What follows belongs to an exercise in optimizing a design on an open flow for small area and a short achievable clock period; a production flow would make more cautious choices. Only simulation tests tie the RTL to the original design; equivalence was not proved. The flow treats the clock pin as an ideal source, which a real chip does not have. Power figures rest on the tool's default switching activity, not on a simulated workload.

## flow/flow/run.sh

```bash
#!/bin/bash
# Layout flow: the standard flow (standard.sh), with two changes:
#  - port buffers are plain buf_4 cells instead of the delay buffers buffer_ports picks by default;
#  - CTS does not add dummy loads, and clusters up to 24 sinks (80 um) per leaf buffer.
# Each tool's output stays in the ORFS logs; standard.sh's own output goes to standard.log.
cp standard.sh standard_sh.txt
export BUFFER_PORTS_ARGS="-buffer_cell sky130_fd_sc_hd__buf_4"
export CTS_ARGS="-sink_clustering_enable -repair_clock_nets -dont_use_dummy_load -sink_clustering_size 24 -sink_clustering_max_diameter 80"
bash standard.sh > standard.log 2>&1
rc=$?
grep -h "RSZ-002[78]\|Dummy loads\|CTS-0018" orfs/logs/*/*/*/3_3_place_gp.log orfs/logs/*/*/*/4_1_cts.log 2>/dev/null
exit $rc
```

## flow/standard.sh

```bash
#!/bin/bash
# synth_recipe.tcl (not shown) runs the flow's synth.tcl, then flattens the netlist and writes it again
# the make line also repeats each setting of config.mk as NAME=value (left out here)
make -C /OpenROAD-flow-scripts/flow DESIGN_CONFIG=/design/flow/config.mk WORK_HOME=/design/flow/orfs CLKGATE_MAP_FILE= SYNTH_SCRIPT=/design/flow/synth_recipe.tcl "${@:-finish}"
```

## flow/config.mk

```make
export PLATFORM = sky130hd
export DESIGN_NAME = mem_stage_ctrl
export DESIGN_NICKNAME = mem_stage_ctrl
export VERILOG_FILES = /design/flow/design.v
export SDC_FILE = /design/flow/constraint.sdc
export NUM_CORES = 4
export LEC_CHECK = 0
export CAP_MARGIN = 10
export CORE_MARGIN = 2
export CORE_UTILIZATION = 45
export SETUP_SLACK_MARGIN = 3.5
export SLEW_MARGIN = 10
```

## flow/constraint.sdc

```tcl
create_clock -name core_clock -period 6.0 [get_ports {clk}]
set_input_delay 1.2000 -clock core_clock [delete_from_list [all_inputs] [get_ports {clk}]]
set_output_delay 1.2000 -clock core_clock [all_outputs]
set_load 0.01 [all_outputs]
```

## flow/design.v

```verilog
package mem_stage_ctrl_pkg;
   localparam int WORD_LEN_DEF    = 32;
   localparam int ADDRESS_LEN_DEF = 32;
   localparam int DEPTH_DEF       = 64;
   localparam int BASE_ADDR_DEF   = 1024;
   localparam int WAIT_CYCLES_DEF = 2;
endpackage
module mem_array (
   input  logic        clk,
   input  logic        rst,
   input  logic [15:0] ring,     
   input  logic        wr3,      
   input  logic        wr3_n,    
   input  logic [3:0]  be,       
   input  logic [31:0] wdata,    
   input  logic [31:0] tsel_n,   
   input  logic [1:0]  vslot,    
   output logic        vring,    
   output logic [31:0] rtap      
);
   logic [63:0]       valid_q;
   logic [63:0][31:0] word_q;
   genvar gr, gs, gl;
   generate
      for (gr = 0; gr < 16; gr++) begin : g_ring
         logic wr;
         assign wr = wr3 & ring[gr];
         always_ff @(posedge clk or posedge rst) begin
            if (rst) valid_q[gr*4 +: 4] <= '0;
            else     valid_q[gr*4 +: 4] <= {valid_q[gr*4 +: 3], valid_q[gr*4 + 3] | wr};
         end
         for (gs = 1; gs < 4; gs++) begin : g_slot
            always_ff @(posedge clk) word_q[gr*4 + gs] <= word_q[gr*4 + gs - 1];
         end
         for (gl = 0; gl < 4; gl++) begin : g_lane
            logic lwr, lhold;
            assign lwr   = wr3 & ring[gr] & (be[gl] | ~valid_q[gr*4 + 3]);
            assign lhold = wr3_n | ~ring[gr] | (~be[gl] & valid_q[gr*4 + 3]);
            always_ff @(posedge clk)
               word_q[gr*4][gl*8 +: 8] <= (word_q[gr*4 + 3][gl*8 +: 8] & {8{lhold}})
                                        | (wdata[gl*8 +: 8] & {8{lwr}});
         end
      end
   endgenerate
   always_comb begin
      vring = 1'b0;
      rtap  = '1;
      for (int r = 0; r < 16; r++) begin
         vring = vring | (ring[r] & valid_q[r*4 + vslot]);
         rtap  = rtap & ({32{tsel_n[2*r]}}     | word_q[r*4 + 1]);
         rtap  = rtap & ({32{tsel_n[2*r + 1]}} | word_q[r*4 + 3]);
      end
   end
endmodule
module mem_stage_ctrl (
   input  logic        clk,
   input  logic        rst,
   input  logic [31:0] pc_in,
   output logic [31:0] pc,
   input  logic        MEM_R_EN,
   input  logic        MEM_W_EN,
   input  logic        mem_byte,
   input  logic [31:0] ALU_Res,
   input  logic [31:0] Val_Rm,
   output logic [31:0] memory_out,
   output logic        ready,
   output logic        addr_err
);
   logic req;
   assign req = MEM_R_EN | MEM_W_EN;
   logic nidle_q, busy_q, ndone_q, w1_q, w2_q, idle;
   assign idle = ~nidle_q;
   always_ff @(posedge clk or posedge rst) begin
      if (rst) begin
         nidle_q <= 1'b0;
         busy_q  <= 1'b0;
         ndone_q <= 1'b1;
         w1_q    <= 1'b0;
         w2_q    <= 1'b0;
      end else begin
         nidle_q <= (idle & req) | w1_q | w2_q;
         busy_q  <= (idle & req) | w1_q;
         ndone_q <= ~w2_q;
         w1_q    <= idle & req;
         w2_q    <= w1_q;
      end
   end
   logic [1:0] ph_q, ph_d;
   assign ph_d = ph_q + 2'd1;
   always_ff @(posedge clk or posedge rst) begin
      if (rst) ph_q <= '0;
      else     ph_q <= ph_d;
   end
   logic        in_rng;
   logic [1:0]  lane_q, j_q, j_d;
   logic        byte_q, wr_q, oor_q;
   logic [15:0] ring_q, ring_d;
   logic [31:0] wd_q;
   logic [3:0]  be_q;
   assign in_rng = (ALU_Res[31:8] == 24'h000004) & (mem_byte | (ALU_Res[1:0] == 2'b00));
   always_comb begin
      for (int r = 0; r < 16; r++) ring_d[r] = idle ? (ALU_Res[7:4] == 4'(r)) : ring_q[r];
      j_d = idle ? ALU_Res[3:2] : j_q;
   end
   always_ff @(posedge clk) begin
      ring_q <= ring_d;
      j_q    <= j_d;
      if (idle) begin
         lane_q <= ALU_Res[1:0];
         byte_q <= mem_byte;
         wr_q   <= MEM_W_EN;
         oor_q  <= ~in_rng;
         for (int l = 0; l < 4; l++)
            be_q[l] <= ~mem_byte | (ALU_Res[1:0] == 2'(l));
      end
   end
   logic [1:0] slot_d;
   assign slot_d = j_d + ph_d;
   logic pend_q, pend_d, wr3_q, wr3_n_q;
   assign pend_d = (idle & MEM_W_EN & in_rng) | (pend_q & ~wr3_q);
   always_ff @(posedge clk or posedge rst) begin
      if (rst) begin
         pend_q  <= 1'b0;
         wr3_q   <= 1'b0;
         wr3_n_q <= 1'b1;
      end else begin
         pend_q  <= pend_d;
         wr3_q   <= pend_d & (slot_d == 2'd3);
         wr3_n_q <= ~(pend_d & (slot_d == 2'd3));
      end
   end
   logic [31:0] tsel_n_q;
   always_ff @(posedge clk) begin
      for (int r = 0; r < 16; r++) begin
         tsel_n_q[2*r]     <= ~(ring_d[r] & (slot_d == 2'd1));
         tsel_n_q[2*r + 1] <= ~(ring_d[r] & (slot_d == 2'd3));
      end
   end
   logic        vring;
   logic [31:0] rtap;
   logic rd1;
   assign rd1 = w1_q & ~wr_q & ~slot_d[0];    
   always_ff @(posedge clk) begin
      if (idle) begin
         for (int l = 0; l < 4; l++)
            wd_q[l*8 +: 8] <= mem_byte ? ((ALU_Res[1:0] == 2'(l)) ? Val_Rm[7:0] : 8'h00)
                                       : Val_Rm[l*8 +: 8];
      end else if (rd1) begin
         wd_q <= rtap;
      end
   end
   mem_array u_mem_array (
      .clk    (clk),
      .rst    (rst),
      .ring   (ring_q),
      .wr3    (wr3_q),
      .wr3_n  (wr3_n_q),
      .be     (be_q),
      .wdata  (wd_q),
      .tsel_n (tsel_n_q),
      .vslot  (j_q + ph_q),
      .vring  (vring),
      .rtap   (rtap)
   );
   logic       ld, ok, ld_n_q, ow2_q, ow1_q;
   logic [3:0] ob2_q, ob1_q, ob;
   always_comb begin
      ld = w1_q & ~wr_q;
      ok = ld & ~oor_q & vring;
      for (int l = 0; l < 4; l++)
         ob[l] = ok & (byte_q ? (lane_q == 2'(l)) : (l == 0));
   end
   always_ff @(posedge clk or posedge rst) begin
      if (rst) begin
         ld_n_q <= 1'b1;
         ow2_q  <= 1'b0;
         ow1_q  <= 1'b0;
         ob2_q  <= '0;
         ob1_q  <= '0;
      end else begin
         ld_n_q <= ~ld;
         ow2_q  <= ok & ~byte_q & slot_d[0];
         ow1_q  <= ok & ~byte_q & ~slot_d[0];
         ob2_q  <= ob & {4{slot_d[0]}};
         ob1_q  <= ob & {4{~slot_d[0]}};
      end
   end
   logic [31:0] mout_q, mout_d;
   always_comb begin
      mout_d[31:8] = (rtap[31:8] & {24{ow2_q}}) | (wd_q[31:8] & {24{ow1_q}}) | (mout_q[31:8] & {24{ld_n_q}});
      mout_d[7:0]  = mout_q[7:0] & {8{ld_n_q}};
      for (int l = 0; l < 4; l++)
         mout_d[7:0] = mout_d[7:0] | (rtap[l*8 +: 8] & {8{ob2_q[l]}}) | (wd_q[l*8 +: 8] & {8{ob1_q[l]}});
   end
   logic err_q;
   always_ff @(posedge clk or posedge rst) begin
      if (rst) begin
         mout_q <= '0;
         err_q  <= 1'b0;
      end else begin
         mout_q <= mout_d;
         err_q  <= w2_q & oor_q;
      end
   end
   assign memory_out = mout_q;
   assign addr_err   = err_q;
   assign ready      = ~((MEM_R_EN | MEM_W_EN | busy_q) & ndone_q);
   assign pc         = pc_in;
endmodule
```

==> results.cfg, run 1 <==
[sta]
post-route-period-util_pct = 47.6
setup_ws_ps = 3140
max_freq_mhz = 350
setup_violations = 0
slew_headroom_pct = 5.38
worst_pin_slew_ps = 1410
finClkSkew_ps = 48.5
drv_slew = 0
hold_violations = 0
period_minus_slack_ps = 2860
tns_ps = 0
rsz0062_at_grt = true
fin_hold_ws_ps = 307

[synthesis]
synth_flop_cell = dfxtp_1
synth-seq-area-share_pct = 77.9
avgSynthCellArea_um2 = 13.7
synth_xor_area_share_pct = 0.0738
synthesis.nets = 4418
synth_fa_ha_area_share_pct = 0.0422
synthDistinctLibCells = 53
ys_ff_latch = 2257
syn-cell-area_mm2 = 0.0593
synthArstFlopShare_pct = 5.23
synth_compound_area_share_pct = 16.4
yosys_warnings = 2
yosys.area_share.simple_pct = 3.64
synth_top_family_by_area = compound AO/OA/AOI/OAI gates
syn-instance-count = 4315
muxShareOfSynthArea_pct = 0.0569
synth_edf_count = 41

[routing]
drt-total-wl_mm = 210
first_pass_iters = 9
ant_nets = 0
drc_errors = 0
drt-initial-drc-count = 6134
viasPerCell = 6.29
wire_per_inst_um = 34.1
num_vias = 38800

[setup_path]
crit_path_start = MEM_W_EN
slowest_stage = o31ai_4
path_cells = buf_8 > o31ai_4 > buf_6
worstSetupPathType = in2out
regToRegStartpoint = tsel_n_q[21]
reg2reg_slack_ps = 3400
critPathMaxFanout = 2
cp_slowest_stage_delay_ps = 220
ff2ff_path_depth = 6
endpoint_kind = primary output
cp-start-kind = input port
regToRegEndpoint = mout_q[6]
arrival_ps = 1660
crit_required_ps = 4800

[global_routing]
grt_overflow = 0
track_usage_pct = 30.1
antenna_found_initial = 9
grt_pass1_wl_mm = 285
grt_max_degree = 119
grt_pass1_vias = 36500

[clocking]
cts_buffers = 104
cts_tree = yes
path_clk_slew_ps = 90
insertion_delay_ps = 770
cts-root-buf = clkbuf_16
cts.path.max_buffers = 3
cts_hold_buf = 0
cts_sinks = 2257
cts.htree.levels = 3

[run_status]
status = complete, no violations

[placement]
dp.cells = 6028
post-place-ws_ps = 2840
port_buffers = 102
dp_hpwl_mm = 130
dpl_cell_area_mm2 = 0.0624
gp_congestion = 1.04

[power_and_ir_drop]
finalPower_mw = 32.3
p_leak_nw = 26.3
peakVddDrop_mv = 0.302
p_per_area_mw_per_mm2 = 491

[floorplan]
start_util_pct = 45.2
fp.dieW_um = 367
die-area_mm2 = 0.135
die_y_um = 367
io_pins = 167
rows = 133
core-area_mm2 = 0.131

[cells_and_area]
finalNonFillerCells = 6166
drive_gt1_share_pct = 11.1
postLayoutCellArea_mm2 = 0.0659
area_growth_syn_to_layout_pct = 11.0
nets = 4512
postLayoutCoreUtil_pct = 50.2

[worst_hold_path]
hold_path_startpoint = u_mem_array.word_q[920]
holdPathEnd = u_mem_array.word_q[952]
hold_class = reg2reg
worstHoldPathCells = 0

[run]
max_cap_viol_count = 0
how the worst max path moves through the flow:
| stage | to | depth (start not counted) |
|---|---|---|
| final | ready | 3 |
| after global routing | ready | 3 |
| after CTS | ready | 3 |
| after detailed placement | wr3_q | 8 |
| after global placement | wr3_q | 8 |
| after floorplan | wd_q[0] | 3 |
cells in the mapped netlist, drive strengths merged (7+ instances only):
cell type / n / area share (%)
and3: 10 / 0.11
a221oi: 20 / 0.32
dfrtp: 115 / 4.9
clkbuf: 174 / 1.1
inv: 37 / 0.23
nor3: 16 / 0.13
nor4: 104 / 1.1
edfxtp: 41 / 2.1
nand4: 22 / 0.23
nand3: 15 / 0.13
nand2: 143 / 0.90
buf: 65 / 0.62
a22o: 533 / 7.9
a22oi: 27 / 0.34
a211oi: 8 / 0.10
nand2b: 7 / 0.074
a222oi: 13 / 0.22
nor2: 93 / 0.59
a21oi: 85 / 0.72
dfxtp: 2098 / 71
nor2b: 17 / 0.18
o22ai: 502 / 5.3
o21ai: 95 / 0.80
o31ai: 10 / 0.13
where the power goes:
group | internal (mW) | total [mW] | switching, mW | leakage, nW
sequential | 17.6 | 20.0 | 2.44 | 19.1
combinational | 1.63 | 4.74 | 3.11 | 5.92
clock | 3.09 | 7.58 | 4.49 | 1.28
layer usage:
| metal | wire, um | up-vias | GRT usage (%) |
|---|---|---|---|
| met1 | 85500 | 19200 | 42.0 |
| li1 | - | 15900 | - |
| met2 | 86600 | 3011 | 43.1 |
| met4 | 11700 | 12 | 15.0 |
| met3 | 26400 | 660 | 8.10 |
| met5 | 116 | - | 0 |
critical path: cells and delay by family:
family	cells	cell delay, ps
buffers and inverters	2	230
AO/OA/AOI/OAI	1	220
layout make-up:
| type | instances | area [um^2] |
|---|---|---|
| well taps | 1755 | 2200 |
| multi-input cells | 1782 | 12600 |
| fillers | 11400 | 65300 |
| clock buffers | 104 | 2600 |
| diodes | 4 | 10.0 |
| flip-flops and latches | 2257 | 46300 |
| repair buffers | 227 | 2000 |
| inverters | 37 | 143 |
layout by cell type, fill, tap and decap left out, drive strengths merged, types with 20 or more instances in the layout:
cell,count
nor2,93
o21ai,95
nor4,104
clkbuf,105
a21oi,85
dfrtp,115
o22ai,502
a221oi,20
inv,36
a22oi,27
nand4,22
dfxtp,2098
edfxtp,41
buf,226
a22o,533
nand2,143
kinds of logic after synthesis:
| kind of cell | count (synthesis) |
|---|---|
| flops | 2257 |
| compound gates | 1330 |
| simple gates | 442 |
| buf+inv | 276 |
| xor+xnor | 5 |
| mux | 3 |
| fa+ha+maj | 2 |
registers in the layout, summed over array words and instances (netlist names), 2 cells and up:
register,count
lane_q,2
ring_q,16
u_mem_array.valid_q,64
mout_q,32
wd_q,32
ph_q,2
u_mem_array.word_q,2048
ob2_q,4
tsel_n_q,32
ob1_q,4
be_q,4
j_q,2
what timing repair did:
action	CTS	global route
gates resized for setup	95	54
setup buffers	10	20
gates cloned	0	0
endpoints found under the setup margin	153	259
pin swaps	7	2
==> run 2: changes to the inputs <==
==> flow/flow/run.sh (replaced) <==
#!/bin/bash
# Layout flow: the standard flow (standard.sh), with two changes:
#  - port buffers are plain buf_2 cells instead of the delay buffers buffer_ports picks by default;
#  - CTS does not add dummy loads, and clusters up to 28 sinks (90 um) per leaf buffer.
# Each tool's output stays in the ORFS logs; standard.sh's own output goes to standard.log.
cp standard.sh standard_sh.txt
export BUFFER_PORTS_ARGS="-buffer_cell sky130_fd_sc_hd__buf_2"
export CTS_ARGS="-sink_clustering_enable -repair_clock_nets -dont_use_dummy_load -sink_clustering_size 28 -sink_clustering_max_diameter 90"
bash standard.sh > standard.log 2>&1
rc=$?
grep -h "RSZ-002[78]\|Dummy loads\|CTS-0018" orfs/logs/*/*/*/3_3_place_gp.log orfs/logs/*/*/*/4_1_cts.log 2>/dev/null
exit $rc
--- a/flow/config.mk
+++ b/flow/config.mk
@@ -6,7 +6,7 @@
 export NUM_CORES = 4
 export LEC_CHECK = 0
-export CAP_MARGIN = 10
+export CAP_MARGIN = 20
 export CORE_MARGIN = 2
 export CORE_UTILIZATION = 45
 export SETUP_SLACK_MARGIN = 3.5
-export SLEW_MARGIN = 10
+export SLEW_MARGIN = 20
==> results.cfg, run 2 <==
[floorplan]
fp.dieW_um = 367
io_pins = 167
die_y_um = 367
start_util_pct = 45.2
rows = 133
die-area_mm2 = 0.135
core-area_mm2 = 0.131

[synthesis]
yosys.area.top_type = dfxtp_1
yosysMostFrequentCell = dfxtp_1
synth_top_area_share_pct = 70.8
avgSynthCellArea_um2 = 13.7
synthTopCellsByCount = dfxtp_1, a22o_1, o22ai_1
synthDistinctLibCells = 53
syn-cell-area_mm2 = 0.0593
ys_ff_latch = 2257
synthArstFlopShare_pct = 5.23
synthesis.nets = 4418
yosys_warnings = 2
synthTopCellsByArea = dfxtp_1, a22o_1, o22ai_1, dfrtp_1, edfxtp_1
synth_edf_count = 41
synth_flop_cell = dfxtp_1
syn-instance-count = 4315
synth-seq-area-share_pct = 77.9

[routing]
wl_met3_mm = 26.5
wl_met1_mm = 86.4
drc_errors = 0
drt-total-wl_mm = 211
top_layer = met4
num_vias = 38600
first_pass_iters = 6
drt-initial-drc-count = 5762
ant_nets = 0
wl_met2_mm = 87.1
viasPerCell = 6.28
wire_per_inst_um = 34.3

[placement]
dp.cells = 6026
port_buffers = 102
post-place-ws_ps = 2760
dp_hpwl_mm = 130
dpl_cell_area_mm2 = 0.0621
gp_congestion = 1.05

[run_status]
status = complete, no violations

[cells_and_area]
finalNonFillerCells = 6148
area_growth_syn_to_layout_pct = 9.93
layout_common_cells = dfxtp_1, a22o_1, o22ai_1
largest_reg_flops = 2048
postLayoutCellArea_mm2 = 0.0652
drive_gt1_share_pct = 10.6
nets = 4496
layout_commonest_cell = dfxtp_1
regMostFlops = u_mem_array.word_q
top_regs = u_mem_array.word_q (2048), u_mem_array.valid_q (64)

[power_and_ir_drop]
finalPower_mw = 32.0
sequentialPowerShare_pct = 62.6
peakVddDrop_mv = 0.379
p_per_area_mw_per_mm2 = 491
clockPowerShare_pct = 22.1
p_sw_mw = 10.1
p_int_mw = 21.9
p_sw_share_pct = 31.4
p_leak_nw = 26.0
combPwrFrac_pct = 15.3

[clocking]
insertion_delay_ps = 750
cts_hold_buf = 0
cts_buffers = 90
cts_sinks = 2257
cts-root-buf = clkbuf_16
path_clk_slew_ps = 100
cts_tree = yes
cts.htree.levels = 3
cts.path.max_buffers = 3

[sta]
tns_ps = 0
max_freq_mhz = 351
post-route-period-util_pct = 47.5
rsz0062_at_grt = true
setup_ws_ps = 3150
period_minus_slack_ps = 2850
finClkSkew_ps = 57.3
setup_violations = 0
drv_slew = 0
worst_pin_slew_ps = 1270
slew_headroom_pct = 15.4
hold_violations = 0

[setup_path]
crit_required_ps = 4800
arrival_ps = 1650
endpoint_kind = primary output
cp-start-kind = input port
worstSetupPathType = in2out
critPathMaxFanout = 2

[global_routing]
track_usage_pct = 30.2
grt_pass1_wl_mm = 287
grt_pass1_vias = 36600
antenna_found_initial = 8
grt_overflow = 0
grt_max_degree = 64

[worst_hold_path]
hold_class = reg2reg

[run]
max_cap_viol_count = 0
-- run 2: cell counts after synthesis --
Identical to the previous run, type by type.
-- run 2: cells by family after synthesis --
family / share of synthesized area, %
simple gates: 3.64
buf+inv: 1.96
mux: 0.0569
xor+xnor: 0.0738
flops: 77.9
fa+ha+maj: 0.0422
compound gates: 16.4
-- run 2: path summary, 6_finish.rpt --
path | from | cells after the start | slack (ps) | endpoint
worst min-delay path | u_mem_array.word_q[159] | 0 | 310 | u_mem_array.word_q[191]
worst max register to register | wr3_q | 3 | 3380 | u_mem_array.word_q[394]
min in group asynchronous | rst | 2 | 430 | mout_q[5]
max in group asynchronous | rst | 3 | 4460 | u_mem_array.valid_q[49]
worst min register to register | u_mem_array.word_q[159] | 0 | 310 | u_mem_array.word_q[191]
worst max-delay path | MEM_R_EN | 3 | 3150 | ready
-- run 2: per-layer routing --
metal	GRT usage, %	vias to the layer above
met1	42.1	19200
li1	-	15900
met4	13.7	0
met2	43.3	2920
met3	9.00	599
met5	0	-
-- run 2: cell type report --
class	count	area (um^2)
multi-input combinational	1783	12600
sequential	2257	46300
antenna	2	5.00
inverter	37	143
timing repair buffer	224	1680
tap	1755	2200
clock buffer	90	2250
fill	11500	65900
-- run 2: power by group through the flow --
| stage | clock, mW | combinational [mW] | sequential, mW |
|---|---|---|---|
| finish | 7.07 | 4.89 | 20.0 |
| global route | 7.63 | 5.04 | 20.2 |
| CTS | 7.12 | 4.49 | 19.9 |
| detailed placement | 0 | 4.13 | 20.3 |
| global placement | 0 | 4.09 | 20.3 |
| floorplan | 0 | 2.99 | 18.5 |
-- run 2: what timing repair did --
item / CTS / global route
gates resized for setup: 84 / 54
gates cloned: 1 / 0
setup buffers: 18 / 11
pin swaps: 9 / 2
setup endpoints to repair: 240 / 221
-- run 2: per-stage QoR --
| step | hold WS (ps) | util [%] |
|---|---|---|
| detailed placement | 312 | 47.3 |
| floorplan | 310 | - |
| global route | 320 | 49.7 |
| CTS | 315 | 49.4 |
| global placement | 309 | 47.3 |
| finish | 310 | 49.7 |
-- run 2: critical path, stage by stage --
cell and delay (ps):
buf_6 100, o31ai_4 200, buf_2 160
==> run 3: changes to the inputs <==
==> flow/flow/run.sh (replaced) <==
#!/bin/bash
# Layout flow: the standard flow (standard.sh), with two changes:
#  - port buffers are plain buf_2 cells instead of the delay buffers buffer_ports picks by default;
#  - CTS does not add dummy loads, and clusters up to 24 sinks (80 um) per leaf buffer, with clkbuf_8 or clkbuf_16 buffers.
# Each tool's output stays in the ORFS logs; standard.sh's own output goes to standard.log.
cp standard.sh standard_sh.txt
export BUFFER_PORTS_ARGS="-buffer_cell sky130_fd_sc_hd__buf_2"
export CTS_ARGS="-sink_clustering_enable -repair_clock_nets -dont_use_dummy_load -sink_clustering_size 24 -sink_clustering_max_diameter 80 -buf_list {sky130_fd_sc_hd__clkbuf_8 sky130_fd_sc_hd__clkbuf_16}"
bash standard.sh > standard.log 2>&1
rc=$?
grep -h "RSZ-002[78]\|Dummy loads\|CTS-0018" orfs/logs/*/*/*/3_3_place_gp.log orfs/logs/*/*/*/4_1_cts.log 2>/dev/null
exit $rc
==> results.cfg, run 3 <==
[floorplan]
core-area_mm2 = 0.131
io_pins = 167
die-area_mm2 = 0.135
fp.dieW_um = 367
die_y_um = 367
start_util_pct = 45.2
rows = 133

[synthesis]
synth-seq-area-share_pct = 77.9
syn-instance-count = 4315
avgSynthCellArea_um2 = 13.7
yosys_warnings = 2
yosysMostFrequentCell = dfxtp_1
synthTopCellsByArea = dfxtp_1, a22o_1, o22ai_1, dfrtp_1, edfxtp_1
synth_top_area_share_pct = 70.8
synthDistinctLibCells = 53
synthesis.nets = 4418
synthArstFlopShare_pct = 5.23
yosys.area.top_type = dfxtp_1
synth_edf_count = 41
synth_flop_cell = dfxtp_1
ys_ff_latch = 2257
syn-cell-area_mm2 = 0.0593
synthTopCellsByCount = dfxtp_1, a22o_1, o22ai_1

[power_and_ir_drop]
finalPower_mw = 32.4
sequentialPowerShare_pct = 61.7
clockPowerShare_pct = 23.3
peakVddDrop_mv = 0.384
combPwrFrac_pct = 15.0
p_int_mw = 22.3
p_leak_nw = 26.2
p_sw_mw = 10.1
p_sw_share_pct = 31.2
p_per_area_mw_per_mm2 = 494

[routing]
drt-initial-drc-count = 5704
viasPerCell = 6.24
first_pass_iters = 7
ant_nets = 0
num_vias = 38500
wire_per_inst_um = 34.2
drc_errors = 0
drt-total-wl_mm = 211

[cells_and_area]
largest_reg_flops = 2048
regMostFlops = u_mem_array.word_q
regArea_mm2 = 0.0463
nets = 4518
layout_common_cells = dfxtp_1, a22o_1, o22ai_1
area_growth_syn_to_layout_pct = 10.6
drive_gt1_share_pct = 11.1
top_regs = u_mem_array.word_q (2048), u_mem_array.valid_q (64)
multi_input_area_mm2 = 0.0126
fillers = 11500
layout_commonest_cell = dfxtp_1

[sta]
hold_violations = 0
finClkSkew_ps = 53.0
slew_headroom_pct = 17.5
drv_slew = 0
rsz0062_at_grt = true
period_minus_slack_ps = 2850
max_freq_mhz = 350
tns_ps = 0
setup_violations = 0
post-route-period-util_pct = 47.6
worst_pin_slew_ps = 1240

[setup_path]
arrival_ps = 1650
cp-start-kind = input port
critPathMaxFanout = 2
endpoint_kind = primary output
worstSetupPathType = in2out
crit_required_ps = 4800

[global_routing]
grt_overflow = 0
grt_pass1_vias = 36800
grt_pass1_wl_mm = 287
grt_max_degree = 64
antenna_found_initial = 7
track_usage_pct = 30.3

[placement]
port_buffers = 102
gp_congestion = 1.05
dp_hpwl_mm = 130

[clocking]
insertion_delay_ps = 750
cts_sinks = 2257
cts_buffers = 104
cts.htree.levels = 3
cts_tree = yes
path_clk_slew_ps = 110
cts-root-buf = clkbuf_16
cts_hold_buf = 0
cts.path.max_buffers = 3

[run]
max_cap_viol_count = 0

[run_status]
status = complete, no violations

[worst_hold_path]
hold_class = reg2reg
[run 3: cell count changes in the layout (fill, tap and decap cells not counted), sizes merged]
cell	change
buf	+8
clkbuf	+14
diode	+2
[run 3: worst paths after layout]
| check | cells past startpoint | end | from | slack [ps] |
|---|---|---|---|---|
| min in group asynchronous | 2 | mout_q[14] | rst | 410 |
| worst max register to register | 3 | u_mem_array.word_q[396] | wr3_q | 3430 |
| worst min-delay path | 0 | u_mem_array.word_q[1961] | u_mem_array.word_q[1929] | 300 |
| max in group asynchronous | 3 | u_mem_array.valid_q[34] | rst | 4450 |
| worst max-delay path | 3 | ready | MEM_R_EN | 3150 |
| worst min register to register | 0 | u_mem_array.word_q[1961] | u_mem_array.word_q[1929] | 300 |
[run 3: cell type report]
class	instances	area share (%)
clock buffer	104	3.97
timing repair buffer	232	2.67
inverter	37	0.217
sequential	2257	70.6
tap	1755	3.35
multi-input combinational	1783	19.2
antenna	4	0.0153
[run 3: cell families after synthesis]
group / after synthesis / synth area share (%)
XOR/XNOR: 5 / 0.0738
AO/OA/AOI/OAI: 1330 / 16.4
buffers and inverters: 276 / 1.96
adder cells (fa/ha/maj): 2 / 0.0422
flip-flops: 2257 / 77.9
AND/OR/NAND/NOR: 442 / 3.64
multiplexers: 3 / 0.0569
[run 3: power groups by stage]
stage	clock (mW)	combinational, mW	sequential [mW]
detailed placement	0	4.13	20.3
floorplan	0	2.99	18.5
global placement	0	4.09	20.3
CTS	7.60	4.49	19.9
global route	8.15	5.02	20.1
finish	7.57	4.86	20.0
[run 3: timing repair]
action	in CTS	in global routing
pin swaps	8	2
gates cloned	1	0
resized for setup	85	51
setup buffers	19	18
setup endpoints to repair	225	211
[run 3: through the flow]
step                worst slack, ps  area [um^2]  std cells  hold slack (ps)  util, %
floorplan                      3310        59500       4315              310        -
finish                         3150        65600       6172              297     50.1
global placement               2770        62100       6026              309     47.3
CTS                            3150        65200       6150              296     49.7
detailed placement             2760        62100       6026              312     47.3
global route                   3120        65600       6168              305     50.0
[run 3: layer usage]
metal / up-vias / GRT usage (%) / routed length (um)
met5: - / 0 / 0
met4: 0 / 14.4 / 11000
met3: 587 / 8.82 / 26300
met2: 2851 / 43.4 / 87100
met1: 19200 / 42.0 / 86500
li1: 15900 / - / -
[run 3: worst max-delay path, stage by stage]
cell	delay, ps
buf_6	100
o31ai_4	200
buf_2	160
==> run 4: changes to the inputs <==
==> flow/flow/run.sh (replaced) <==
#!/bin/bash
# Layout flow: the standard flow (standard.sh), with two changes:
#  - port buffers are plain buf_2 cells instead of the delay buffers buffer_ports picks by default;
#  - CTS does not add dummy loads, and clusters up to 16 sinks (60 um) per leaf buffer, with clkbuf_8 buffers.
# Each tool's output stays in the ORFS logs; standard.sh's own output goes to standard.log.
cp standard.sh standard_sh.txt
export BUFFER_PORTS_ARGS="-buffer_cell sky130_fd_sc_hd__buf_2"
export CTS_ARGS="-sink_clustering_enable -repair_clock_nets -dont_use_dummy_load -sink_clustering_size 16 -sink_clustering_max_diameter 60 -buf_list sky130_fd_sc_hd__clkbuf_8"
bash standard.sh > standard.log 2>&1
rc=$?
grep -h "RSZ-002[78]\|Dummy loads\|CTS-0018" orfs/logs/*/*/*/3_3_place_gp.log orfs/logs/*/*/*/4_1_cts.log 2>/dev/null
exit $rc
==> results.cfg, run 4 <==
[floorplan]
fp.dieW_um = 367
die-area_mm2 = 0.135
rows = 133
die_y_um = 367
start_util_pct = 45.2
io_pins = 167
core-area_mm2 = 0.131

[clocking]
path_clk_slew_ps = 100
insertion_delay_ps = 930
cts-root-buf = clkbuf_8
cts.htree.levels = 4
cts_hold_buf = 0
cts_sinks = 2257
cts_buffers = 162
cts.path.max_buffers = 3
cts_tree = yes

[global_routing]
grt_max_degree = 64
antenna_found_initial = 9
grt_pass1_vias = 37300
track_usage_pct = 30.6
grt_overflow = 0
grt_pass1_wl_mm = 289

[synthesis]
yosys.area.top_type = dfxtp_1
ys_ff_latch = 2257
synth-seq-area-share_pct = 77.9
synth_edf_count = 41
synth_flop_cell = dfxtp_1
syn-instance-count = 4315
synth_top_area_share_pct = 70.8
synthArstFlopShare_pct = 5.23
synthTopCellsByCount = dfxtp_1, a22o_1, o22ai_1
synthesis.nets = 4418
synthDistinctLibCells = 53
synthTopCellsByArea = dfxtp_1, a22o_1, o22ai_1, dfrtp_1, edfxtp_1
syn-cell-area_mm2 = 0.0593
avgSynthCellArea_um2 = 13.7
yosys_warnings = 2
yosysMostFrequentCell = dfxtp_1

[run]
max_cap_viol_count = 0

[cells_and_area]
finalNonFillerCells = 6224
fillers = 11600
drive_gt1_share_pct = 12.1
postLayoutCoreUtil_pct = 49.7
top_regs = u_mem_array.word_q (2048), u_mem_array.valid_q (64)
largest_reg_flops = 2048
layout_commonest_cell = dfxtp_1
nets = 4569
area_growth_syn_to_layout_pct = 9.83
regMostFlops = u_mem_array.word_q
layout_common_cells = dfxtp_1, a22o_1, o22ai_1

[power_and_ir_drop]
peakVddDrop_mv = 0.382
p_leak_nw = 26.1
finalPower_mw = 31.8
p_per_area_mw_per_mm2 = 488

[setup_path]
crit_required_ps = 4800
endpoint_kind = primary output
worstSetupPathType = in2out
cp-start-kind = input port
ff2ff_path_depth = 6
arrival_ps = 1720
critPathMaxFanout = 4
reg2reg_slack_ps = 3450
regToRegEndpoint = wd_q[4]
cp-endpoint = ready
crit_path_start = MEM_W_EN
regToRegStartpoint = tsel_n_q[27]

[sta]
rsz0062_at_grt = true
tns_ps = 0
fin_hold_ws_ps = 239
slew_headroom_pct = 14.8
max_freq_mhz = 342
finClkSkew_ps = 81.7
hold_violations = 0
drv_slew = 0
setup_violations = 0
period_minus_slack_ps = 2920
post-route-period-util_pct = 48.7
worst_pin_slew_ps = 1280

[routing]
first_pass_iters = 8
num_vias = 39100
drt-initial-drc-count = 6005
drc_errors = 0
viasPerCell = 6.29
wire_per_inst_um = 34.2
ant_nets = 0
drt-total-wl_mm = 213

[worst_hold_path]
hold_class = in2async

[placement]
gp_congestion = 1.05
dp_hpwl_mm = 130
dp.cells = 6026
port_buffers = 102

[run_status]
status = complete, no violations
-- run 4: per-stage QoR --
step           instance area, um^2  setup slack (ps)
2_1_floorplan                59500              3310
3_3_place_gp                 62100              2770
3_5_place_dp                 62100              2760
4_1_cts                      64800              3070
5_1_grt                      65200              3050
6_report                     65200              3080
-- run 4: final cells by class --
cell class	count	area [um^2]	area share, %
antenna	5	12.5	0.0192
clock buffer	162	2230	3.42
inverter	37	143	0.219
multi-input combinational	1783	12600	19.3
sequential	2257	46300	71.1
tap	1755	2200	3.37
timing repair buffer	225	1690	2.60
-- run 4: where the power goes --
part,leakage (nW),switching [mW],internal [mW],total (mW)
Sequential,19.1,2.49,17.6,20.1
Combinational,5.85,3.18,1.65,4.83
Clock,1.16,4.50,2.42,6.92
Total,26.1,10.2,21.6,31.8
-- run 4: kinds of logic (layout without fill, tap and decap cells) --
kind of cell / count (synthesis) / in the layout / synth area share, %
adders and majority gates: 2 / 2 / 0.0422
AOI/OAI and AO/OA: 1330 / 1331 / 16.4
xor gates and xnor gates: 5 / 5 / 0.0738
DFF: 2257 / 2257 / 77.9
muxes: 3 / 3 / 0.0569
and+or+nand+nor: 442 / 442 / 3.64
buffers and inverters: 276 / 424 / 1.96
other: 0 / 5 / 0
-- run 4: worst min-delay path by stage --
stage                                to  slack (ps)  cells after the start
6_report                     mout_q[13]         240                      2
5_1_grt                      mout_q[10]         230                      2
3_5_place_dp   u_mem_array.word_q[1142]         310                      0
3_3_place_gp    u_mem_array.word_q[827]         310                      0
4_1_cts                      mout_q[13]         180                      2
2_1_floorplan  u_mem_array.word_q[1000]         310                      0
-- run 4: critical path: stages --
cell and delay, ps:
buf_4 140, o31ai_4 230, buf_2 160
-- run 4: timing repair --
item,in CTS,in global routing
setup buffers,19,11
gates resized for setup,83,48
endpoints found under the hold margin,0,0
endpoints found under the setup margin,247,200
gates cloned,1,0
pin swaps,6,1
-- run 4: routing by layer --
layer | part of all wire [%] | up-vias | track usage, %
met2 | 41 | 3074 | 43.6
met3 | 12 | 687 | 9.23
li1 | - | 16000 | -
met5 | 0 | - | 0
met1 | 41 | 19400 | 42.2
met4 | 5.3 | 0 | 14.7

[what the ideal ports hide]
The results above use ideal ports. As a check the final layouts listed here were re-extracted and re-timed, cells and wires unchanged.
Step 1 sets driving cells, clkbuf_16 on the clock port and buf_2 on the other inputs (assumed; they add their load-dependent delay and slew).
Step 2, shift: input delay + t, output delay - t, t = (earliest + latest rising clock arrival at the registers) / 2. This alone moves slack from input paths to output paths.
a / b / c = no drivers / after step 1 / after step 2; a / b = the first two.
run | t (ns) | setup slack, ns | clock arrival spread, ns | slew at the worst register clock pin (ns)
run 1 | 0.818 | 3.144 / 3.106 / 2.849 | 0.062 / 0.062 | 0.10 / 0.10
run 2 | 0.805 | 3.147 / 3.116 / 2.886 | 0.060 / 0.060 | 0.12 / 0.12
run 3 | 0.804 | 3.146 / 3.115 / 2.918 | 0.075 / 0.075 | 0.11 / 0.11
run 4 | 0.975 | 3.077 / 3.055 / 2.869 | 0.100 / 0.100 | 0.11 / 0.11
After both steps setup and hold are still met in every run listed. For run 1, which loses most, drivers alone change the setup slack by -0.038 ns; drivers and shift together by -0.295 ns.
